Context: an optimization exercise on an open-source flow, tuned for small area. The choices shown serve that exercise and are no tape-out recipe.
At most, simulation tests tie the RTL to the original design; equivalence was not proved.
No functional check of the RTL was part of run 4.
Power figures rest on the tool's default switching activity, not on a simulated workload.

## design/flow/constraint.sdc

```tcl
create_clock -name core_clock -period 3.2 [get_ports {clka}]
set_input_delay 0.6400 -clock core_clock [delete_from_list [all_inputs] [get_ports {clka}]]
set_output_delay 0.6400 -clock core_clock [all_outputs]
set_load 0.01 [all_outputs]
```

## design/flow/config.mk

```make
export PLATFORM = sky130hd
export DESIGN_NAME = spram_top
export DESIGN_NICKNAME = spram_top
export VERILOG_FILES = /design/flow/design.v
export SDC_FILE = /design/flow/constraint.sdc
export NUM_CORES = 4
export LEC_CHECK = 0
export CAP_MARGIN = 20
export CORE_MARGIN = 2
export CORE_UTILIZATION = 40
export SLEW_MARGIN = 20
```

## design/flow/design.v

```verilog
`timescale 1ns/1ps
package spram_pkg;
    localparam int data_width = 32;
    localparam int byte_width = 8;                          
    localparam int num_lanes  = data_width / byte_width;
    localparam int mem_depth  = 64;
    localparam int addr_width = $clog2(mem_depth);
    localparam int max_read_latency = 4;
    typedef logic [addr_width-1:0] addr_t;
    typedef logic [data_width-1:0] data_t;
    typedef logic [num_lanes-1:0]  lane_mask_t;
    localparam data_t read_reset_value = '0;
    typedef enum logic [1:0] {
        wm_read_first,                                      
        wm_write_first,                                     
        wm_no_change                                        
    } write_mode_e;
endpackage
`timescale 1ns/1ps
module spram_port_ctrl #(
    parameter spram_pkg::write_mode_e write_mode = spram_pkg::wm_read_first
) (
    input  logic                  ena,
    input  spram_pkg::addr_t      addra,
    input  spram_pkg::lane_mask_t wea,
    output spram_pkg::lane_mask_t lane_wr,
    output logic                  rd_capture,
    output spram_pkg::lane_mask_t bypass_lanes,
    output spram_pkg::addr_t      addr
);
    logic any_wr;                                           
    assign any_wr = ena && (|wea);
    assign addr   = addra;                                  
    assign lane_wr = ena ? wea : '0;
    always_comb begin
        case (write_mode)
            spram_pkg::wm_write_first: begin
                rd_capture   = ena;
                bypass_lanes = lane_wr;                     
            end
            spram_pkg::wm_no_change: begin
                rd_capture   = ena && !any_wr;              
                bypass_lanes = '0;
            end
            default: begin
                rd_capture   = ena;
                bypass_lanes = '0;
            end
        endcase
    end
endmodule
`timescale 1ns/1ps
module spram_array (
    input  logic                  clka,
    input  logic                  rsta,
    input  spram_pkg::addr_t      addr,
    input  spram_pkg::data_t      din,
    input  spram_pkg::lane_mask_t lane_wr,
    input  logic                  rd_capture,
    input  spram_pkg::lane_mask_t bypass_lanes,
    output spram_pkg::data_t      rd_word
);
    logic [spram_pkg::data_width-1:0] mem [0:spram_pkg::mem_depth-1];
    spram_pkg::data_t mem_word;                                        
    spram_pkg::data_t rd_next;                                         
    assign mem_word = mem[addr];
    always_ff @(posedge clka) begin
        for (int i = 0; i < spram_pkg::num_lanes; i++) begin
            if (lane_wr[i]) begin
                mem[addr][i*spram_pkg::byte_width +: spram_pkg::byte_width] <= din[i*spram_pkg::byte_width +: spram_pkg::byte_width];
            end
        end
    end
    always_comb begin
        for (int i = 0; i < spram_pkg::num_lanes; i++) begin
            if (bypass_lanes[i]) begin
                rd_next[i*spram_pkg::byte_width +: spram_pkg::byte_width] = din[i*spram_pkg::byte_width +: spram_pkg::byte_width];
            end else begin
                rd_next[i*spram_pkg::byte_width +: spram_pkg::byte_width] = mem_word[i*spram_pkg::byte_width +: spram_pkg::byte_width];
            end
        end
    end
    always_ff @(posedge clka or posedge rsta) begin
        if (rsta) begin
            rd_word <= spram_pkg::read_reset_value;
        end else if (rd_capture) begin
            rd_word <= rd_next;
        end
    end
endmodule
`timescale 1ns/1ps
module spram_out_pipe #(
    parameter int read_latency = 2
) (
    input  logic             clka,
    input  logic             rsta,
    input  spram_pkg::data_t rd_word,
    input  logic             regcea,
    output spram_pkg::data_t douta
);
    if ((read_latency < 1) || (read_latency > spram_pkg::max_read_latency)) begin : g_bad_latency
        $error("spram_out_pipe: read_latency %0d outside 1..%0d",
               read_latency, spram_pkg::max_read_latency);
    end
    if (read_latency == 1) begin : g_direct
        assign douta = rd_word;
    end else begin : g_stages
        localparam int num_stages = read_latency - 1;
        localparam int last_stage = num_stages - 1;
        spram_pkg::data_t stage [0:num_stages-1];
        for (genvar k = 0; k < num_stages; k++) begin : g_stage
            spram_pkg::data_t stage_in;                                
            if (k == 0) begin : g_from_array
                assign stage_in = rd_word;
            end else begin : g_from_prev
                assign stage_in = stage[k-1];
            end
            if (k == last_stage) begin : g_final
                always_ff @(posedge clka or posedge rsta) begin
                    if (rsta) begin
                        stage[k] <= spram_pkg::read_reset_value;
                    end else if (regcea) begin
                        stage[k] <= stage_in;
                    end
                end
            end else begin : g_free
                always_ff @(posedge clka or posedge rsta) begin
                    if (rsta) begin
                        stage[k] <= spram_pkg::read_reset_value;
                    end else begin
                        stage[k] <= stage_in;           
                    end
                end
            end
        end
        assign douta = stage[last_stage];
    end
endmodule
`timescale 1ns/1ps
module spram_top #(
    parameter spram_pkg::write_mode_e write_mode   = spram_pkg::wm_read_first,
    parameter int                     read_latency = 2
) (
    input  logic                  clka,
    input  logic                  rsta,
    input  logic                  ena,
    input  spram_pkg::addr_t      addra,
    input  spram_pkg::data_t      dina,
    input  spram_pkg::lane_mask_t wea,
    input  logic                  regcea,
    output spram_pkg::data_t      douta
);
    spram_pkg::lane_mask_t lane_wr;
    logic       rd_capture;
    spram_pkg::lane_mask_t bypass_lanes;
    spram_pkg::addr_t      addr;
    spram_pkg::data_t      rd_word;                                    
    spram_port_ctrl #(
        .write_mode  (write_mode)
    ) spram_port_ctrl_inst (
        .ena         (ena),
        .addra       (addra),
        .wea         (wea),
        .lane_wr     (lane_wr),
        .rd_capture  (rd_capture),
        .bypass_lanes(bypass_lanes),
        .addr        (addr)
    );
    spram_array spram_array_inst (
        .clka        (clka),
        .rsta        (rsta),
        .addr        (addr),
        .din         (dina),
        .lane_wr     (lane_wr),
        .rd_capture  (rd_capture),
        .bypass_lanes(bypass_lanes),
        .rd_word     (rd_word)
    );
    spram_out_pipe #(
        .read_latency(read_latency)
    ) spram_out_pipe_inst (
        .clka        (clka),
        .rsta        (rsta),
        .rd_word     (rd_word),
        .regcea      (regcea),
        .douta       (douta)
    );
endmodule
```

## design/flow/run.sh

```bash
#!/bin/bash
# synth_recipe.tcl (not shown) runs the flow's synth.tcl, then flattens the netlist and writes it again
# the make line also repeats each setting of config.mk as NAME=value (left out here)
make -C /OpenROAD-flow-scripts/flow DESIGN_CONFIG=/design/flow/config.mk WORK_HOME=/design/flow/orfs CLKGATE_MAP_FILE= SYNTH_SCRIPT=/design/flow/synth_recipe.tcl finish
```

==> impl_results.rst, run 1 <==
.. list-table::
   :header-rows: 1

   * - Metric
     - Value
   * - Min-Delay Endpoint
     - spram_array_inst.mem[26][30]$_DFFE_PP_
   * - Initial DRC Count
     - 6759
   * - Insertion delay of the later-clocked pin in the worst-skew pair
     - 0.86 ns
   * - Slowest stage cell on the critical path
     - sky130_fd_sc_hd__clkdlybuf4s50_1
   * - Remaining Overflow, GRT
     - 0
   * - Reg-to-reg critical path endpoint
     - spram_array_inst.rd_word[19]$_DFFE_PP0P_
   * - Number of antenna violations at the first check in global routing
     - 8
   * - Post-synthesis instance total
     - 4576
   * - Gate family responsible for the most delay along the worst path
     - buffers and inverters
   * - Final RePlAce weighted congestion
     - 0.888
   * - Clock tree from TritonCTS
     - done
   * - Run status
     - finished clean
   * - Placed instance area
     - 91000 um^2
   * - Worst setup path start
     - spram_out_pipe_inst.g_stages.stage[0][28]$_DFFE_PP0P_
   * - Syn avg cell area
     - 18.0 um^2
   * - Largest area contributor in the netlist
     - sky130_fd_sc_hd__edfxtp_1
   * - Basic-gate share of the synthesized area counting and, or, nand and nor cells
     - 0.0297
   * - Wire length of the first global-routing pass
     - 356000 um
   * - Classification of the worst setup path
     - flip-flop to primary output
   * - Number of global-route vias before repair
     - 46800
   * - Worst EP required
     - 2.56 ns
   * - Fraction of the core area covered by cells at the end of the flow
     - 0.479
   * - Total Routed Length
     - 254000 um
   * - Register-to-register path setup slack
     - 0.71 ns
   * - DRC violation count after routing
     - 0
   * - Die area
     - 209000 um^2
   * - CORE AREA
     - 204000 um^2
   * - Async S/R FF share, synth
     - 0.0303
   * - Maximum fanout along the worst path
     - 2
   * - Worst-case vdd ir drop
     - 0.609 mV
   * - Met2 capacity usage during global routing
     - 0.373
   * - Max Clock Skew
     - 0.0346 ns
   * - Measured slew at the worst slew-check pin
     - 0.956 ns
   * - Final Hold Violating Endpoints
     - 0
   * - Buffers plus inverters on the worst setup path
     - 1
   * - Post-placement worst setup slack
     - -0.196 ns
   * - # hold bufs at CTS
     - 0
   * - Fraction of layout cells with a size suffix above 1
     - 0.256
   * - Number of clock sinks
     - 2112
   * - Synth cell types
     - 70
   * - Pins over their slew limit
     - 0
   * - Leakage power
     - 32.9 nW
   * - Largest net degree at the start of global routing
     - 65
   * - Post-route design area
     - 97900 um^2
   * - Number of max-cap violations
     - 0
   * - Area of the mapped netlist
     - 82200 um^2
   * - Cell breakdown of the critical path
     - clkdlybuf4s50_1
   * - Fraction of met1 tracks used by global routing
     - 0.332
   * - DRT antenna net count
     - 0
   * - Initial core utilization
     - 0.402
   * - Post-synth EDFFs
     - 2048
   * - Synthesized-area fraction occupied by ao, oa, aoi and oai cells
     - 0.0780
   * - Total Neg Setup Slack
     - 0 ns
   * - Number of CTS-inserted buffers
     - 210
   * - Global routing usage on met3
     - 0.0451
   * - Clock buffer depth
     - 3
   * - Area fraction of the dominant cell type after synthesis
     - 0.748
   * - Pre-Repair DR Iteration Count
     - 6
   * - Clock-pin slew on the worst setup and hold paths
     - 0.06 ns
   * - Die height
     - 457 um
   * - Register bit total from synthesis
     - 2112
   * - Ratio of routed vias to standard cells
     - 5.95
   * - Busiest layer in global routing
     - met2
   * - Element type at the critical path start
     - flip-flop
   * - Area share of xor/xnor cells in the synthesized design
     - 0
   * - Leading cell type in the layout, fill and taps excluded
     - sky130_fd_sc_hd__edfxtp_1
   * - Worst path arrival time
     - 1.98 ns
   * - Post-Syn Nets
     - 4622
   * - CTS Root Cell
     - sky130_fd_sc_hd__clkbuf_16
   * - HPWL after detailed placement
     - 163000 um
   * - HP Class
     - input pin to flip-flop
   * - Critical path's largest stage delay
     - 0.60 ns
   * - Most frequent cells in the layout
     - 2048 x sky130_fd_sc_hd__edfxtp_1, 602 x sky130_fd_sc_hd__buf_4, 353 x sky130_fd_sc_hd__mux2i_1
   * - Worst-case reg-to-reg path depth
     - 7
   * - Post-synthesis adder-cell area fraction
     - 0
   * - Final net count
     - 5290
   * - Most used flip-flop cell after synthesis
     - sky130_fd_sc_hd__edfxtp_1
   * - Smallest hold slack
     - 0.117 ns
   * - P&R area growth vs syn
     - 19.2%
   * - Hold Path Depth
     - 1
   * - Mux share of post-synthesis cell area
     - 0.103
   * - Yosys warnings
     - 4
   * - Ports
     - 78
   * - Routed wire length per instance
     - 31.3 um
   * - Final period utilization
     - 0.819
   * - Row cnt
     - 166
   * - Top achievable clock speed
     - 0.382 GHz
   * - Number of I/O port buffers
     - 77
   * - Largest cells by area after synthesis
     - sky130_fd_sc_hd__edfxtp_1 75%, sky130_fd_sc_hd__mux2i_1 4.3%, sky130_fd_sc_hd__mux4_2 3.6%
   * - Post-CTS setup buffer count
     - 0
   * - Tot GR Track Use
     - 0.238
   * - Ratio of total power to cell area
     - 606 nW/um^2
   * - H-tree levels
     - 4
   * - Worst relative slew slack
     - 0.363
   * - Reg-to-reg critical path startpoint
     - spram_array_inst.mem[63][19]$_DFFE_PP_
   * - Count of antenna diodes in the layout
     - 0
   * - Setup violations, final
     - 0
   * - # resized after CTS
     - 0
   * - Final critical path time including I/O delays and setup
     - 2.62 ns
   * - Main combinational cell family by area after synthesis
     - multiplexers
   * - Launch point of the worst hold path
     - dina[30]
   * - Share of the yosys chip area belonging to registers
     - 0.768
   * - DR vias
     - 48300
   * - Worst setup slack after layout
     - 0.579 ns
   * - Element type at the critical path end
     - primary output
   * - Width of the die
     - 457 um
   * - Unrepaired setup endpoints after global routing
     - no
kinds of logic (layout without fill, tap and decap cells):
family	count (synthesis)	count (layout)
AOI/OAI and AO/OA	901	901
buffers and inverters	325	1176
muxes	657	657
and+or+nand+nor	581	581
DFF	2112	2112
area by class of cell:
cell class                 count  area, um^2
multi-input combinational   2139       17400
sequential                  2112       63100
clock inverter               120        1230
tap                         2688        3360
timing repair buffer         776        7090
clock buffer                 275        5680
inverter                       5        31.3
fill                       17100      106000
report_power, final:
part,internal (W),switching (W),total (W)
Combinational,0.00143,0.00248,0.00391
Clock,0.0140,0.0107,0.0247
Sequential,0.0306,0.000190,0.0308
sequential cells by signal (all words and copies together), names as in the netlist:
signal                              cells
spram_array_inst.mem                 2048
spram_array_inst.rd_word               32
spram_out_pipe_inst.g_stages.stage     32
per-stage QoR:
stage          power, W  cells
3_3_place_gp     0.0352   7720
4_1_cts          0.0596   8115
2_1_floorplan    0.0329   4576
6_report         0.0593   8115
5_1_grt          0.0608   8115
3_5_place_dp     0.0352   7720
synth_stat cells (all sizes together), types with 6 or more instances:
| library cell | instances |
|---|---|
| nand2b | 7 |
| nand2 | 114 |
| edfxtp | 2048 |
| nor2 | 360 |
| o22a | 13 |
| buf | 209 |
| nor2b | 8 |
| a32oi | 6 |
| a22o | 24 |
| a31oi | 25 |
| o21ai | 118 |
| a222oi | 11 |
| mux2 | 171 |
| mux2i | 353 |
| and2 | 9 |
| a21oi | 152 |
| a221oi | 150 |
| mux4 | 133 |
| o32a | 14 |
| a211oi | 18 |
| clkbuf | 111 |
| nand3 | 29 |
| a22oi | 166 |
| o221ai | 8 |
| and3 | 17 |
| o22ai | 94 |
| o211ai | 11 |
| nor3 | 8 |
| o2bb2ai | 14 |
| a211o | 6 |
| a221o | 33 |
| dfrtp | 64 |
metal layers:
layer	share of wire	vias to the layer above
met2	0.47	2727
met4	0.037	8
li1	-	19900
met5	0.00018	-
met1	0.40	25100
met3	0.095	490
worst max path at each step:
stage,endpoint,slack [ns],cells past startpoint
finish,douta[28],0.58,1
global route,spram_array_inst.rd_word[19]$_DFFE_PP0P_,0.55,8
CTS,douta[28],0.55,1
detailed placement,spram_array_inst.rd_word[19]$_DFFE_PP0P_,-0.20,8
global placement,spram_array_inst.rd_word[19]$_DFFE_PP0P_,-0.21,8
floorplan,spram_array_inst.mem[8][16]$_DFFE_PP_,0.44,7
==> run 2, diff against run 1 <==
==> design/flow/design.v (replaced) <==
`timescale 1ns/1ps
package spram_pkg;
    localparam int data_width = 32;
    localparam int byte_width = 8;                          
    localparam int num_lanes  = data_width / byte_width;
    localparam int mem_depth  = 64;
    localparam int addr_width = $clog2(mem_depth);
    localparam int max_read_latency = 4;
    typedef logic [addr_width-1:0] addr_t;
    typedef logic [data_width-1:0] data_t;
    typedef logic [num_lanes-1:0]  lane_mask_t;
    localparam data_t read_reset_value = '0;
    typedef enum logic [1:0] {
        wm_read_first,                                      
        wm_write_first,                                     
        wm_no_change                                        
    } write_mode_e;
endpackage
`timescale 1ns/1ps
module spram_port_ctrl (
    input  logic                                        ena,
    input  spram_pkg::addr_t                            addra,
    input  spram_pkg::lane_mask_t                       wea,
    output logic [spram_pkg::mem_depth-1:0]             word_sel,     
    output logic [spram_pkg::mem_depth*spram_pkg::num_lanes-1:0] lane_we  
);
    always_comb begin
        for (int w = 0; w < spram_pkg::mem_depth; w++) begin
            word_sel[w] = (addra == spram_pkg::addr_t'(w));
            for (int i = 0; i < spram_pkg::num_lanes; i++) begin
                lane_we[w*spram_pkg::num_lanes+i] = ena && wea[i] && word_sel[w];
            end
        end
    end
endmodule
`timescale 1ns/1ps
module spram_array (
    input  logic                                        clka,
    input  logic                                        rsta,
    input  logic                                        ena,
    input  logic [spram_pkg::mem_depth-1:0]             word_sel,
    input  logic [spram_pkg::mem_depth*spram_pkg::num_lanes-1:0] lane_we,
    input  spram_pkg::data_t                            din,
    output spram_pkg::data_t                            rd_word
);
    localparam int BW = spram_pkg::byte_width;
    spram_pkg::data_t mem [0:spram_pkg::mem_depth-1];
    spram_pkg::data_t rd_next;                               
    always_ff @(posedge clka) begin
        for (int w = 0; w < spram_pkg::mem_depth; w++) begin
            for (int i = 0; i < spram_pkg::num_lanes; i++) begin
                if (lane_we[w*spram_pkg::num_lanes+i]) begin
                    mem[w][i*BW +: BW] <= din[i*BW +: BW];
                end
            end
        end
    end
    always_comb begin
        rd_next = '0;
        for (int w = 0; w < spram_pkg::mem_depth; w++) begin
            rd_next = rd_next | (mem[w] & {spram_pkg::data_width{word_sel[w]}});
        end
    end
    always_ff @(posedge clka or posedge rsta) begin
        if (rsta) begin
            rd_word <= spram_pkg::read_reset_value;
        end else if (ena) begin
            rd_word <= rd_next;
        end
    end
endmodule
`timescale 1ns/1ps
module spram_out_pipe (
    input  logic             clka,
    input  logic             rsta,
    input  spram_pkg::data_t rd_word,
    input  logic             regcea,
    output spram_pkg::data_t douta
);
    always_ff @(posedge clka or posedge rsta) begin
        if (rsta) begin
            douta <= spram_pkg::read_reset_value;
        end else if (regcea) begin
            douta <= rd_word;
        end
    end
endmodule
`timescale 1ns/1ps
module spram_top (
    input  logic                  clka,
    input  logic                  rsta,
    input  logic                  ena,
    input  spram_pkg::addr_t      addra,
    input  spram_pkg::data_t      dina,
    input  spram_pkg::lane_mask_t wea,
    input  logic                  regcea,
    output spram_pkg::data_t      douta
);
    logic [spram_pkg::mem_depth-1:0]                      word_sel;
    logic [spram_pkg::mem_depth*spram_pkg::num_lanes-1:0] lane_we;
    spram_pkg::data_t                                     rd_word;    
    spram_port_ctrl spram_port_ctrl_inst (
        .ena      (ena),
        .addra    (addra),
        .wea      (wea),
        .word_sel (word_sel),
        .lane_we  (lane_we)
    );
    spram_array spram_array_inst (
        .clka     (clka),
        .rsta     (rsta),
        .ena      (ena),
        .word_sel (word_sel),
        .lane_we  (lane_we),
        .din      (dina),
        .rd_word  (rd_word)
    );
    spram_out_pipe spram_out_pipe_inst (
        .clka     (clka),
        .rsta     (rsta),
        .rd_word  (rd_word),
        .regcea   (regcea),
        .douta    (douta)
    );
endmodule
--- a/design/flow/config.mk
+++ b/design/flow/config.mk
@@ -7,5 +7,5 @@
 export LEC_CHECK = 0
-export CAP_MARGIN = 20
+export CAP_MARGIN = 0
 export CORE_MARGIN = 2
-export CORE_UTILIZATION = 40
-export SLEW_MARGIN = 20
+export CORE_UTILIZATION = 60
+export SLEW_MARGIN = 0
==> run 2 against run 1 <==
Effect of this change:
- now fails the layout checks on capacitance limit, slew limit, setup timing
- synthesized cell count fell by 3.8%
- first-iteration DRC count rose by 89%
- non-clock buffer count rose by 394
- largest power group unchanged
- sequential power barely moved
- routed wire length rose by 34%
- combinational power fell by 31%
- register-to-register slack got worse by 0.28 ns
- clock skew rose by 0.019 ns
- synthesized area fell by 5.1%
- sequential cell count did not move
- power fell by 2.7%
==> impl_results.rst, run 2 <==
.. list-table::
   :header-rows: 1

   * - Metric
     - Value
   * - Syn avg cell area
     - 17.7 um^2
   * - Largest cells by area after synthesis
     - sky130_fd_sc_hd__edfxtp_1 79%, sky130_fd_sc_hd__a22oi_1 6.6%, sky130_fd_sc_hd__dfrtp_1 2.1%
   * - Max Clock Skew
     - 0.0536 ns
   * - Post-synthesis instance total
     - 4402
   * - Final Total Pwr
     - 0.0577 W
   * - Fraction of layout cells with a size suffix above 1
     - 0.278
   * - Number of max-cap violations
     - 1
   * - Final critical path time including I/O delays and setup
     - 3.32 ns
   * - Async S/R FF share, synth
     - 0.0303
   * - Element type at the critical path end
     - flip-flop
   * - DRT antenna net count
     - 0
   * - Slowest stage cell on the critical path
     - sky130_fd_sc_hd__a2111oi_1
   * - Die height
     - 365 um
   * - Unrepaired setup endpoints after global routing
     - no
   * - Ports
     - 78
   * - Insertion delay of the later-clocked pin in the worst-skew pair
     - 0.87 ns
   * - Yosys warnings
     - 4
   * - Width of the die
     - 365 um
   * - Reasons for failing layout checks
     - capacitance limit, slew limit, setup timing
   * - Area fraction of the dominant cell type after synthesis
     - 0.789
   * - CORE AREA
     - 129000 um^2
   * - Most used flip-flop cell after synthesis
     - sky130_fd_sc_hd__edfxtp_1
   * - H-tree levels
     - 4
   * - Largest register FFs
     - 2048
   * - Placed cell count
     - 7043
   * - Total Routed Length
     - 341000 um
   * - CP most frequent cell
     - sky130_fd_sc_hd__buf_4
   * - Final net count
     - 5551
   * - Remaining Overflow, GRT
     - 0
   * - Final Hold Violating Endpoints
     - 0
   * - Measured slew at the worst slew-check pin
     - 1.51 ns
   * - Maximum fanout along the worst path
     - 15
   * - Element type at the critical path start
     - input pin
   * - Initial DRC Count
     - 12800
   * - Post-Syn Nets
     - 4448
   * - HPWL after detailed placement
     - 234000 um
   * - Setup violations, final
     - 1
   * - Post-route non-filler standard cell count
     - 7444
   * - Global routing usage on met3
     - 0.204
   * - Post-CTS setup buffer count
     - 0
   * - Ratio of total power to cell area
     - 587 nW/um^2
   * - Worst relative slew slack
     - -0.00801
   * - Largest net degree at the start of global routing
     - 65
   * - Final period utilization
     - 1.04
   * - Worst setup slack after layout
     - -0.119 ns
   * - Fraction of met1 tracks used by global routing
     - 0.676
   * - Largest area contributor in the netlist
     - sky130_fd_sc_hd__edfxtp_1
   * - Post-synth EDFFs
     - 2048
   * - Register bit total from synthesis
     - 2112
   * - Leading cell type in the layout, fill and taps excluded
     - sky130_fd_sc_hd__edfxtp_1
   * - Number of I/O port buffers
     - 77
   * - Clock tree from TritonCTS
     - done
   * - Classification of the worst setup path
     - input pin to flip-flop
   * - Leakage power
     - 33.2 nW
   * - Worst path arrival time
     - 4.03 ns
   * - Run status
     - finished with violations
   * - Area of the mapped netlist
     - 78000 um^2
   * - Top achievable clock speed
     - 0.301 GHz
   * - Number of CTS-inserted buffers
     - 202
   * - Register ranked first by flip-flop count
     - spram_array_inst.mem
   * - Ratio of routed vias to standard cells
     - 7.46
   * - Initial core utilization
     - 0.603
   * - Pre-Repair DR Iteration Count
     - 6
   * - P&R area growth vs syn
     - 26.2%
   * - Post-placement worst setup slack
     - -1.03 ns
   * - Worst-case vdd ir drop
     - 0.563 mV
   * - Placed instance area
     - 91600 um^2
   * - Wire length of the first global-routing pass
     - 444000 um
   * - Top cells by instance count after synthesis
     - 2048 x sky130_fd_sc_hd__edfxtp_1, 689 x sky130_fd_sc_hd__a22oi_1, 304 x sky130_fd_sc_hd__nor2_1
   * - Number of global-route vias before repair
     - 51300
   * - Share of the yosys chip area belonging to registers
     - 0.809
   * - Cell breakdown of the critical path
     - buf_2 > buf_4 > buf_4 > nor2b_4 > buf_4 > and3_1 > a2111oi_1 > buf_4 > and3_1 > nand4_1 > o32a_1
   * - FILL cells
     - 7576
   * - DRC violation count after routing
     - 0
   * - Area occupied by multi-input gates
     - 14100 um^2
   * - Number of antenna violations at the first check in global routing
     - 31
   * - Clock buffer depth
     - 3
   * - Die area
     - 133000 um^2
   * - Number of clock sinks
     - 2112
   * - Routed wire length per instance
     - 45.7 um
   * - Worst EP required
     - 3.91 ns
   * - Largest registers
     - spram_array_inst.mem: 2048 flops, spram_array_inst.rd_word: 32 flops, spram_out_pipe_inst.douta: 32 flops
   * - Final RePlAce weighted congestion
     - 1.14
   * - Busiest layer in global routing
     - met2
   * - Library cell with the highest instance count after synthesis
     - sky130_fd_sc_hd__edfxtp_1
   * - Synth cell types
     - 66
   * - Critical path's largest stage delay
     - 1.02 ns
   * - Post-route design area
     - 98400 um^2
   * - DR vias
     - 55500
   * - Total Neg Setup Slack
     - -0.119 ns
   * - Tot GR Track Use
     - 0.514
   * - HP Class
     - input pin to flip-flop
   * - Register Area
     - 63100 um^2
   * - Pins over their slew limit
     - 8
   * - Most frequent cells in the layout
     - 2048 x sky130_fd_sc_hd__edfxtp_1, 814 x sky130_fd_sc_hd__buf_4, 689 x sky130_fd_sc_hd__a22oi_1
   * - Met2 capacity usage during global routing
     - 0.711
   * - Row cnt
     - 132
   * - Clock-pin slew on the worst setup and hold paths
     - 0.06 ns
   * - CTS Root Cell
     - sky130_fd_sc_hd__clkbuf_16
-- run 2: cell types whose count changed after synthesis, sizes merged, moves of 93 or more --
| cell | before | now |
|---|---|---|
| a22oi | 166 | 689 |
| mux2i | 353 | 36 |
| nand4 | 2 | 158 |
| mux4 | 133 | 1 |
| mux2 | 171 | 41 |
| a21oi | 152 | 38 |
| o21ai | 118 | 5 |
| o22ai | 94 | 1 |
-- run 2: per-layer routing --
metal  up-vias  part of all wire  wire length, um
li1      20500                 -                -
met1     27300              0.32           111000
met2      6322              0.41           141000
met3      1388              0.18            61000
met4        26             0.083            28300
met5         -           0.00076              260
-- run 2: worst paths after layout --
check / from / cells past startpoint / slack [ns] / end
worst max-delay path: addra[5] / 11 / -0.12 / spram_array_inst.rd_word[17]$_DFFE_PP0P_
worst min-delay path: dina[6] / 1 / 0.11 / spram_array_inst.mem[9][6]$_DFFE_PP_
worst max register to register: spram_array_inst.mem[31][29]$_DFFE_PP_ / 6 / 0.43 / spram_array_inst.rd_word[29]$_DFFE_PP0P_
worst min register to register: spram_out_pipe_inst.douta[6]$_DFFE_PP0P_ / 1 / 0.51 / spram_out_pipe_inst.douta[6]$_DFFE_PP0P_
max in group asynchronous: rsta / 3 / 2.07 / spram_array_inst.rd_word[14]$_DFFE_PP0P_
min in group asynchronous: rsta / 2 / 0.29 / spram_out_pipe_inst.douta[20]$_DFFE_PP0P_
-- run 2: critical path, delay by kind of cell --
family          cells  cell delay (ns)
compound gates      2             1.38
buf+inv             5             1.25
simple gates        4             0.74
-- run 2: repair_timing --
item | in CTS | in global routing
setup endpoints to repair | 1 | 0
hold buffers | 0 | 0
gates resized for setup | 1 | 0
-- run 2: cell families (layout without fill, tap and decap cells) --
group | Yosys count | count (layout) | share of synthesized area
mux | 78 | 78 | 0.0108
other cells | 0 | 18 | 0
flops | 2112 | 2112 | 0.809
buf+inv | 274 | 1556 | 0.0167
simple gates | 926 | 926 | 0.0620
compound gates | 1012 | 1012 | 0.101
-- run 2: metrics by stage --
stage / hold slack [ns] / utilization
after floorplan: 0.464 / -
after global routing: 0.125 / 0.761
after global placement: 0.489 / 0.709
after CTS: 0.0837 / 0.761
final: 0.112 / 0.761
after detailed placement: 0.493 / 0.709
-- run 2: final cells by class --
class	count	share of cell area
timing repair buffer	1170	0.125
antenna	18	0.000458
inverter	3	0.000140
clock buffer	273	0.0559
sequential	2112	0.641
tap	1742	0.0221
multi-input combinational	2016	0.143
clock inverter	110	0.0125
-- run 2: report_power, final --
part	internal [W]	switching [W]
clock	0.0137	0.0106
sequential	0.0306	0.000180
combinational	0.000916	0.00176
total	0.0452	0.0125
==> run 3, diff against run 2 <==
--- a/design/flow/config.mk
+++ b/design/flow/config.mk
@@ -7,5 +7,5 @@
 export LEC_CHECK = 0
-export CAP_MARGIN = 0
+export CAP_MARGIN = 20
 export CORE_MARGIN = 2
-export CORE_UTILIZATION = 60
-export SLEW_MARGIN = 0
+export CORE_UTILIZATION = 40
+export SLEW_MARGIN = 20
==> run 3 against run 2 <==
Effect of this change:
- the run now finishes clean
- combinational power rose by 2%
- non-clock buffer count rose by 21
- die area rose by 49%
- power barely moved
- cell area rose by 1.1%
- hold slack got worse by 0.042 ns
- clock skew fell by 0.019 ns
- sequential cell count did not move
- synthesized cell count did not move
- cell count rose by 11%
- register-to-register slack improved by 0.09 ns
- first-iteration DRC count fell by 5.2%
- critical path type unchanged
==> impl_results.rst, run 3 <==
.. list-table::
   :header-rows: 1

   * - Metric
     - Value
   * - Tot GR Track Use
     - 0.355
   * - Top cells by instance count after synthesis
     - 2048 x sky130_fd_sc_hd__edfxtp_1, 689 x sky130_fd_sc_hd__a22oi_1, 304 x sky130_fd_sc_hd__nor2_1
   * - Insertion delay of the later-clocked pin in the worst-skew pair
     - 0.89 ns
   * - Clock buffer depth
     - 3
   * - Number of global-route vias before repair
     - 50900
   * - Area share of xor/xnor cells in the synthesized design
     - 0
   * - Largest net degree at the start of global routing
     - 65
   * - Share of power burned in combinational logic
     - 0.047
   * - Run status
     - finished clean
   * - Post-synthesis adder-cell area fraction
     - 0
   * - Most used flip-flop cell after synthesis
     - sky130_fd_sc_hd__edfxtp_1
   * - Worst path arrival time
     - 3.78 ns
   * - DRC violation count after routing
     - 0
   * - Worst relative slew slack
     - 0.117
   * - Unrepaired setup endpoints after global routing
     - no
   * - Initial DRC Count
     - 12100
   * - Post-synthesis instance total
     - 4402
   * - Pre-Repair DR Iteration Count
     - 6
   * - Leading cell type in the layout, fill and taps excluded
     - sky130_fd_sc_hd__edfxtp_1
   * - Die area
     - 198000 um^2
   * - Wire length of the first global-routing pass
     - 467000 um
   * - Post-Syn Nets
     - 4448
   * - Width of the die
     - 446 um
   * - Row cnt
     - 162
   * - Number of max-cap violations
     - 0
   * - Final RePlAce weighted congestion
     - 1.05
   * - Leakage power
     - 33.3 nW
   * - DR vias
     - 54800
   * - Fraction of the core area covered by cells at the end of the flow
     - 0.512
   * - Fraction of layout cells with a size suffix above 1
     - 0.283
   * - Area fraction of the dominant cell type after synthesis
     - 0.789
   * - Mux share of post-synthesis cell area
     - 0.0108
   * - Maximum fanout along the worst path
     - 8
   * - Ports
     - 78
   * - Async S/R FF share, synth
     - 0.0303
   * - # resized after CTS
     - 0
   * - P&R area growth vs syn
     - 27.6%
   * - Largest area contributor in the netlist
     - sky130_fd_sc_hd__edfxtp_1
   * - Synth cell types
     - 66
   * - Syn avg cell area
     - 17.7 um^2
   * - Main combinational cell family by area after synthesis
     - compound AO/OA/AOI/OAI gates
   * - Area of the mapped netlist
     - 78000 um^2
   * - Smallest hold slack
     - 0.0693 ns
   * - Final net count
     - 5574
   * - Clock-pin slew on the worst setup and hold paths
     - 0.06 ns
   * - Final Hold Violating Endpoints
     - 0
   * - Switching portion of total power
     - 0.221
   * - Top achievable clock speed
     - 0.331 GHz
   * - Synthesized-area fraction occupied by ao, oa, aoi and oai cells
     - 0.101
   * - # hold bufs at CTS
     - 0
   * - Number of CTS-inserted buffers
     - 204
   * - Post-synth EDFFs
     - 2048
   * - H-tree levels
     - 4
   * - CORE AREA
     - 194000 um^2
   * - Largest register FFs
     - 2048
   * - Number of antenna violations at the first check in global routing
     - 28
   * - Largest cells by area after synthesis
     - sky130_fd_sc_hd__edfxtp_1 79%, sky130_fd_sc_hd__a22oi_1 6.6%, sky130_fd_sc_hd__dfrtp_1 2.1%
   * - Switching pwr
     - 0.0128 W
   * - Number of I/O port buffers
     - 77
   * - Yosys warnings
     - 4
   * - Post-CTS setup buffer count
     - 0
   * - Register ranked first by flip-flop count
     - spram_array_inst.mem
   * - Basic-gate share of the synthesized area counting and, or, nand and nor cells
     - 0.0620
   * - HPWL after detailed placement
     - 249000 um
   * - Remaining Overflow, GRT
     - 0
   * - HP Class
     - input pin to flip-flop
   * - Largest registers
     - spram_array_inst.mem: 2048 flops, spram_array_inst.rd_word: 32 flops, spram_out_pipe_inst.douta: 32 flops
   * - Library cell with the highest instance count after synthesis
     - sky130_fd_sc_hd__edfxtp_1
   * - Routed wire length per instance
     - 43.3 um
   * - Final critical path time including I/O delays and setup
     - 3.02 ns
   * - Clock group share of total power
     - 0.420
   * - Number of clock sinks
     - 2112
   * - Max Clock Skew
     - 0.0347 ns
   * - Setup violations, final
     - 0
   * - Element type at the critical path end
     - flip-flop
   * - Element type at the critical path start
     - input pin
   * - Worst-case vdd ir drop
     - 0.587 mV
   * - Pint
     - 0.0450 W
   * - Die height
     - 446 um
   * - Pins over their slew limit
     - 0
   * - Final Total Pwr
     - 0.0577 W
   * - Share of total power in sequential cells
     - 0.533
   * - Initial core utilization
     - 0.401
   * - Total Routed Length
     - 358000 um
   * - Register bit total from synthesis
     - 2112
   * - Most frequent cells in the layout
     - 2048 x sky130_fd_sc_hd__edfxtp_1, 835 x sky130_fd_sc_hd__buf_4, 689 x sky130_fd_sc_hd__a22oi_1
   * - Share of the yosys chip area belonging to registers
     - 0.809
   * - DRT antenna net count
     - 0
   * - Ratio of total power to cell area
     - 580 nW/um^2
   * - Classification of the worst setup path
     - input pin to flip-flop
   * - Final period utilization
     - 0.943
   * - Ratio of routed vias to standard cells
     - 6.64
   * - Clock tree from TritonCTS
     - done
   * - Measured slew at the worst slew-check pin
     - 1.32 ns
   * - CTS Root Cell
     - sky130_fd_sc_hd__clkbuf_16
   * - Worst EP required
     - 3.97 ns
==> run 3: cell counts after synthesis <==
No cell type changed its count.
==> run 3: path summary, 6_finish.rpt <==
check | from | to | slack, ns | cells after the start
worst max register to register | spram_array_inst.mem[41][27]$_DFFE_PP_ | spram_array_inst.rd_word[27]$_DFFE_PP0P_ | 0.52 | 6
worst max-delay path | addra[0] | spram_array_inst.rd_word[25]$_DFFE_PP0P_ | 0.18 | 11
min in group asynchronous | rsta | spram_out_pipe_inst.douta[20]$_DFFE_PP0P_ | 0.13 | 2
max in group asynchronous | rsta | spram_array_inst.rd_word[23]$_DFFE_PP0P_ | 2.26 | 3
worst min register to register | spram_out_pipe_inst.douta[18]$_DFFE_PP0P_ | spram_out_pipe_inst.douta[18]$_DFFE_PP0P_ | 0.50 | 1
worst min-delay path | dina[19] | spram_array_inst.mem[36][19]$_DFFE_PP_ | 0.07 | 1
==> run 3: cells by family (layout without fill, tap and decap cells) <==
group | after synthesis | in the layout
AOI/OAI and AO/OA | 1012 | 1012
buffers and inverters | 274 | 1578
DFF | 2112 | 2112
muxes | 78 | 78
other | 0 | 14
and+or+nand+nor | 926 | 926
==> run 3: metrics by stage <==
stage                     setup slack [ns]  cell area, um^2  setup TNS (ns)  instances
after floorplan                      0.215            78000               0       4402
after global placement              -0.720            92800          -53.14       7864
after detailed placement            -0.715            92800          -31.54       7864
after CTS                            0.182            99500               0       8248
after global routing                 0.243            99500               0       8249
final                                0.183            99500               0       8262
==> run 3: critical path: stages <==
cell and delay (ns):
sky130_fd_sc_hd__buf_2 0.23, sky130_fd_sc_hd__buf_4 0.23, sky130_fd_sc_hd__and4b_1 0.35, sky130_fd_sc_hd__buf_4 0.23
sky130_fd_sc_hd__and3_1 0.17, sky130_fd_sc_hd__a2111oi_0 0.97, sky130_fd_sc_hd__buf_4 0.23, sky130_fd_sc_hd__and3_1 0.14
sky130_fd_sc_hd__nand4_1 0.12, sky130_fd_sc_hd__buf_4 0.19, sky130_fd_sc_hd__o32a_1 0.28
==> run 3: metal layers <==
metal | vias to the layer above | global-route usage | share of wire | wire [um]
met2 | 5262 | 0.514 | 0.43 | 153000
met5 | - | 0 | 0.00046 | 164
met4 | 28 | 0.228 | 0.077 | 27700
li1 | 20600 | - | - | -
met1 | 27800 | 0.471 | 0.35 | 125000
met3 | 1152 | 0.101 | 0.14 | 51800
==> run 3: cell type report <==
cell class / instances / area (um^2)
antenna: 14 / 35.0
fill: 15700 / 94900
inverter: 3 / 13.8
sequential: 2112 / 63100
timing repair buffer: 1191 / 12500
multi-input combinational: 2016 / 14100
clock buffer: 243 / 5360
clock inverter: 141 / 1300
tap: 2542 / 3180
==> run 3: power groups by stage <==
stage               logic, W  clock network, W  registers, W
global placement     0.00261                 0        0.0313
finish               0.00273            0.0242        0.0308
detailed placement   0.00263                 0        0.0313
global route         0.00275            0.0253        0.0308
CTS                  0.00264            0.0242        0.0308
floorplan           0.000728                 0        0.0313
==> run 4, diff against run 3 <==
==> design/flow/design.v (replaced) <==
`timescale 1ns/1ps
package spram_pkg;
    localparam int data_width = 32;
    localparam int byte_width = 8;                          
    localparam int num_lanes  = data_width / byte_width;
    localparam int mem_depth  = 64;
    localparam int addr_width = $clog2(mem_depth);
    localparam int max_read_latency = 4;
    typedef logic [addr_width-1:0] addr_t;
    typedef logic [data_width-1:0] data_t;
    typedef logic [num_lanes-1:0]  lane_mask_t;
    localparam data_t read_reset_value = '0;
    typedef enum logic [1:0] {
        wm_read_first,                                      
        wm_write_first,                                     
        wm_no_change                                        
    } write_mode_e;
endpackage
`timescale 1ns/1ps
module spram_port_ctrl (
    input  logic                  clka,
    input  logic                  rsta,
    input  logic                  ena,
    input  spram_pkg::addr_t      addra,
    input  spram_pkg::data_t      dina,
    input  spram_pkg::lane_mask_t wea,
    output spram_pkg::addr_t      rd_addr,     
    output logic                  rd_valid,    
    output spram_pkg::addr_t      wb_addr,     
    output spram_pkg::data_t      wb_data,
    output spram_pkg::lane_mask_t wb_lanes
);
    always_ff @(posedge clka) begin
        if (ena && !rsta) begin
            rd_addr <= addra;
        end
    end
    always_ff @(posedge clka or posedge rsta) begin
        if (rsta) begin
            rd_valid <= 1'b0;
        end else if (ena) begin
            rd_valid <= 1'b1;
        end
    end
    always_ff @(posedge clka) begin
        if (ena) begin
            wb_addr  <= addra;
            wb_data  <= dina;
            wb_lanes <= wea;
        end
    end
endmodule
`timescale 1ns/1ps
module spram_array (
    input  logic                  clka,
    input  logic                  ena,
    input  spram_pkg::addr_t      rd_addr,
    input  logic                  rd_valid,
    input  spram_pkg::addr_t      wb_addr,
    input  spram_pkg::data_t      wb_data,
    input  spram_pkg::lane_mask_t wb_lanes,
    output spram_pkg::data_t      rd_word
);
    localparam int BW = spram_pkg::byte_width;
    spram_pkg::data_t mem [0:spram_pkg::mem_depth-1];
    always_ff @(posedge clka) begin
        for (int w = 0; w < spram_pkg::mem_depth; w++) begin
            for (int i = 0; i < spram_pkg::num_lanes; i++) begin
                if (ena && wb_lanes[i] && (wb_addr == spram_pkg::addr_t'(w))) begin
                    mem[w][i*BW +: BW] <= wb_data[i*BW +: BW];
                end
            end
        end
    end
    always_comb begin
        rd_word = '0;
        for (int w = 0; w < spram_pkg::mem_depth; w++) begin
            rd_word = rd_word | (mem[w] & {spram_pkg::data_width{rd_valid && (rd_addr == spram_pkg::addr_t'(w))}});
        end
    end
endmodule
`timescale 1ns/1ps
module spram_out_pipe (
    input  logic             clka,
    input  logic             rsta,
    input  spram_pkg::data_t rd_word,
    input  logic             regcea,
    output spram_pkg::data_t douta
);
    always_ff @(posedge clka or posedge rsta) begin
        if (rsta) begin
            douta <= spram_pkg::read_reset_value;
        end else if (regcea) begin
            douta <= rd_word;
        end
    end
endmodule
`timescale 1ns/1ps
module spram_top (
    input  logic                  clka,
    input  logic                  rsta,
    input  logic                  ena,
    input  spram_pkg::addr_t      addra,
    input  spram_pkg::data_t      dina,
    input  spram_pkg::lane_mask_t wea,
    input  logic                  regcea,
    output spram_pkg::data_t      douta
);
    spram_pkg::addr_t      rd_addr;
    logic                  rd_valid;
    spram_pkg::addr_t      wb_addr;
    spram_pkg::data_t      wb_data;
    spram_pkg::lane_mask_t wb_lanes;
    spram_pkg::data_t      rd_word;        
    spram_port_ctrl spram_port_ctrl_inst (
        .clka     (clka),
        .rsta     (rsta),
        .ena      (ena),
        .addra    (addra),
        .dina     (dina),
        .wea      (wea),
        .rd_addr  (rd_addr),
        .rd_valid (rd_valid),
        .wb_addr  (wb_addr),
        .wb_data  (wb_data),
        .wb_lanes (wb_lanes)
    );
    spram_array spram_array_inst (
        .clka     (clka),
        .ena      (ena),
        .rd_addr  (rd_addr),
        .rd_valid (rd_valid),
        .wb_addr  (wb_addr),
        .wb_data  (wb_data),
        .wb_lanes (wb_lanes),
        .rd_word  (rd_word)
    );
    spram_out_pipe spram_out_pipe_inst (
        .clka     (clka),
        .rsta     (rsta),
        .rd_word  (rd_word),
        .regcea   (regcea),
        .douta    (douta)
    );
endmodule
==> run 4 against run 3 <==
Effect of this change:
- the layout now fails its checks (setup timing)
- count of clock-buffer cells in the layout is 67 higher
- non-clock buffer count is 362 lower
- register-to-register slack worse by 0.53 ns
- largest power group unchanged
==> impl_results.rst, run 4 <==
.. list-table::
   :header-rows: 1

   * - Metric
     - Value
   * - Run status
     - finished with violations
   * - Reasons for failing layout checks
     - setup timing
   * - Largest net degree at the start of global routing
     - 65
   * - Reg-to-reg critical path startpoint
     - spram_port_ctrl_inst.rd_addr[1]$_DFFE_PP_
   * - Width of the die
     - 450 um
   * - Met2 wirelength from detailed routing
     - 157000 um
   * - Worst relative slew slack
     - 0.131
   * - Fraction of layout cells with a size suffix above 1
     - 0.215
   * - Ports
     - 78
   * - Final Total Pwr
     - 0.0595 W
   * - Destination of the critical timing path
     - spram_out_pipe_inst.douta[5]$_DFFE_PP0P_
   * - Fraction of the core area covered by cells at the end of the flow
     - 0.486
   * - Classification of the worst setup path
     - flip-flop to flip-flop
   * - Worst-case vdd ir drop
     - 0.621 mV
   * - Yosys warnings
     - 4
   * - Most used flip-flop cell after synthesis
     - sky130_fd_sc_hd__edfxtp_1
   * - Initial DRC Count
     - 11800
   * - Top cells by instance count after synthesis
     - 2096 x sky130_fd_sc_hd__edfxtp_1, 566 x sky130_fd_sc_hd__a22oi_1, 375 x sky130_fd_sc_hd__nor2_1
   * - Register ranked first by flip-flop count
     - spram_array_inst.mem
   * - Measured slew at the worst slew-check pin
     - 1.30 ns
   * - Pins over their slew limit
     - 0
   * - Pre-Repair DR Iteration Count
     - 8
   * - Max Clock Skew
     - 0.0466 ns
   * - Ratio of total power to cell area
     - 619 nW/um^2
   * - Number of I/O port buffers
     - 77
   * - P&R area growth vs syn
     - 20.6%
   * - H-tree levels
     - 4
   * - Post-route non-filler standard cell count
     - 8188
   * - Leakage power
     - 31.2 nW
   * - Insertion delay of the later-clocked pin in the worst-skew pair
     - 0.91 ns
   * - Reg-to-reg critical path endpoint
     - spram_out_pipe_inst.douta[5]$_DFFE_PP0P_
   * - Tot GR Track Use
     - 0.356
   * - Final period utilization
     - 1.00
   * - Worst setup slack after layout
     - -0.0104 ns
   * - Placed cell count
     - 7768
   * - Routed met1 length
     - 129000 um
   * - Worst setup path start
     - spram_port_ctrl_inst.rd_addr[1]$_DFFE_PP_
   * - Synth cell types
     - 81
   * - Largest register FFs
     - 2048
   * - Routed wire length per instance
     - 45.1 um
   * - Detailed-routed wire length on met3
     - 54300 um
   * - Post-synth EDFFs
     - 2096
   * - Initial core utilization
     - 0.403
   * - Wire length of the first global-routing pass
     - 477000 um
   * - DR vias
     - 55100
   * - Async S/R FF share, synth
     - 0.0155
   * - Worst path arrival time
     - 4.00 ns
   * - Library cell with the highest instance count after synthesis
     - sky130_fd_sc_hd__edfxtp_1
   * - Area of the mapped netlist
     - 79700 um^2
   * - DRT antenna net count
     - 0
   * - Row cnt
     - 163
   * - Remaining Overflow, GRT
     - 0
   * - Element type at the critical path start
     - flip-flop
   * - Worst-case reg-to-reg path depth
     - 8
   * - Placed instance area
     - 89300 um^2
   * - Setup violations, final
     - 3
   * - Share of the yosys chip area belonging to registers
     - 0.800
   * - Number of antenna violations at the first check in global routing
     - 29
   * - Most frequent cells in the layout
     - 2096 x sky130_fd_sc_hd__edfxtp_1, 665 x sky130_fd_sc_hd__buf_4, 566 x sky130_fd_sc_hd__a22oi_1
   * - Number of clock sinks
     - 2129
   * - HP Class
     - input pin to flip-flop
   * - Largest cells by area after synthesis
     - sky130_fd_sc_hd__edfxtp_1 79%, sky130_fd_sc_hd__a22oi_1 5.3%, sky130_fd_sc_hd__nor2_1 1.8%
   * - Number of global-route vias before repair
     - 50600
   * - Number of max-cap violations
     - 0
   * - Area fraction of the dominant cell type after synthesis
     - 0.790
   * - Element type at the critical path end
     - flip-flop
   * - Largest registers
     - spram_array_inst.mem: 2048 flops, spram_out_pipe_inst.douta: 32 flops, spram_port_ctrl_inst.wb_data: 32 flops
   * - Ratio of routed vias to standard cells
     - 6.73
   * - Largest area contributor in the netlist
     - sky130_fd_sc_hd__edfxtp_1
   * - Die height
     - 450 um
   * - Leading cell type in the layout, fill and taps excluded
     - sky130_fd_sc_hd__edfxtp_1
   * - Final net count
     - 5397
   * - Clock tree from TritonCTS
     - done
   * - Final Hold Violating Endpoints
     - 0
   * - DRC violation count after routing
     - 0
   * - Final RePlAce weighted congestion
     - 1.07
   * - CORE AREA
     - 198000 um^2
   * - Clock-pin slew on the worst setup and hold paths
     - 0.06 ns
   * - Total Routed Length
     - 370000 um
   * - Post-route design area
     - 96100 um^2
   * - Unrepaired setup endpoints after global routing
     - no
   * - Final critical path time including I/O delays and setup
     - 3.21 ns
   * - Number of CTS-inserted buffers
     - 214
   * - Syn avg cell area
     - 17.3 um^2
   * - Post-Syn Nets
     - 4650
   * - HPWL after detailed placement
     - 246000 um
   * - Register bit total from synthesis
     - 2129
   * - Smallest hold slack
     - 0.302 ns
   * - Top achievable clock speed
     - 0.311 GHz
   * - Top Metal Used
     - met5
   * - # hold bufs at CTS
     - 0
   * - Register-to-register path setup slack
     - -0.01 ns
   * - Clock buffer depth
     - 3
   * - CTS Root Cell
     - sky130_fd_sc_hd__clkbuf_16
   * - Die area
     - 203000 um^2
   * - Post-synthesis instance total
     - 4604
   * - Launch point of the worst hold path
     - wea[3]
   * - Maximum fanout along the worst path
     - 25
   * - Worst EP required
     - 3.99 ns
run 4: changes by cell type after synthesis, sizes merged, moves of 38 or more:
cell,previous run,this run
nand4,158,80
a22oi,689,566
nor2,313,387
a21oi,38,87
o22ai,1,39
a31oi,7,70
edfxtp,2048,2096
run 4: worst min-delay path by stage:
stage | endpoint | cells after the start | slack (ns)
2_1_floorplan | spram_out_pipe_inst.douta[7]$_DFFE_PP0P_ | 2 | 0.55
3_3_place_gp | spram_array_inst.mem[18][25]$_DFFE_PP_ | 0 | 0.49
3_5_place_dp | spram_array_inst.mem[18][25]$_DFFE_PP_ | 0 | 0.50
4_1_cts | spram_port_ctrl_inst.wb_data[21]$_DFFE_PP_ | 1 | 0.26
5_1_grt | spram_port_ctrl_inst.wb_data[31]$_DFFE_PP_ | 1 | 0.29
6_report | spram_port_ctrl_inst.wb_lanes[3]$_DFFE_PP_ | 1 | 0.30
run 4: final cells by class:
| cell class | instances | area, um^2 |
|---|---|---|
| fill | 16600 | 101000 |
| sequential | 2129 | 63800 |
| timing repair buffer | 829 | 7520 |
| tap | 2640 | 3300 |
| multi-input combinational | 2173 | 14700 |
| clock buffer | 310 | 5950 |
| antenna | 14 | 35.0 |
| clock inverter | 89 | 797 |
| inverter | 4 | 15.0 |
run 4: cells by family (layout without fill, tap and decap cells):
logic type / Yosys count / after routing / synth area share
buffers and inverters: 302 / 1232 / 0.0185
other: 0 / 14 / 0
flip-flops: 2129 / 2129 / 0.800
AND/OR/NAND/NOR: 928 / 928 / 0.0581
multiplexers: 113 / 113 / 0.0149
AO/OA/AOI/OAI: 1132 / 1132 / 0.109
run 4: stage by stage:
stage / setup WS (ns) / setup TNS [ns]
CTS: 0.0180 / 0
finish: -0.0104 / -0.0204
floorplan: 0.875 / 0
global placement: -0.301 / -0.880
detailed placement: -0.0651 / -0.0664
global route: 0.000333 / 0
run 4: worst max-delay path, cell delays in order, from the launching register on:
cell                       delay [ns]
sky130_fd_sc_hd__edfxtp_1        0.50
sky130_fd_sc_hd__buf_12          0.25
sky130_fd_sc_hd__or4bb_1         0.46
sky130_fd_sc_hd__nor2_2          0.87
sky130_fd_sc_hd__buf_4           0.32
sky130_fd_sc_hd__a22oi_1         0.14
sky130_fd_sc_hd__nand4_1         0.24
sky130_fd_sc_hd__nor4_1          0.10
sky130_fd_sc_hd__a31oi_1         0.19
run 4: per-layer routing:
metal | up-vias | global-route usage
met4 | 20 | 0.233
met3 | 1180 | 0.117
li1 | 20500 | -
met5 | - | 0
met1 | 28000 | 0.458
met2 | 5384 | 0.515
run 4: timing repair:
item                                   4_1_cts  5_1_grt
pin swaps                                    1        1
resized for setup                            1        3
setup endpoints to repair                    2        9
endpoints found under the hold margin        0        0
buffers inserted                             3        4
run 4: power breakdown:
part | internal [W] | leakage, nW | switching (W)
combinational | 0.00105 | 8.70 | 0.00279
sequential | 0.0310 | 19.3 | 0.000182
clock | 0.0137 | 3.29 | 0.0108

[re-timing with driven ports]
No port has a modelled driver above. Below, the same layouts with a new extraction and two added sets of constraints. Step 1, drivers: a clkbuf_16 drives clka and a buf_2 each remaining input, both assumed. Step 2 also shifts input and output timing later by t, the mid clock arrival at the registers, as if the neighbouring blocks saw the same clock. a / b / c = no drivers / after step 1 / after step 2; a / b = the first two.
run | shift t [ns] | setup WS [ns] | pins driven straight from the clock port
run 1 | 0.930 | 0.579 / 0.489 / -0.212 | 1
run 2 | 0.925 | -0.119 / -0.065 / -0.991 | 1
run 3 | 0.960 | 0.183 / 0.243 / -0.717 | 1
run 4 | 0.966 | -0.010 / -0.010 / -0.010 | 1
With both steps, setup timing fails in run 1 and run 3, where it was met with ideal ports. The setup slack of run 3, which loses most, moves by +0.060 ns with the drivers and by -0.900 ns with both steps.
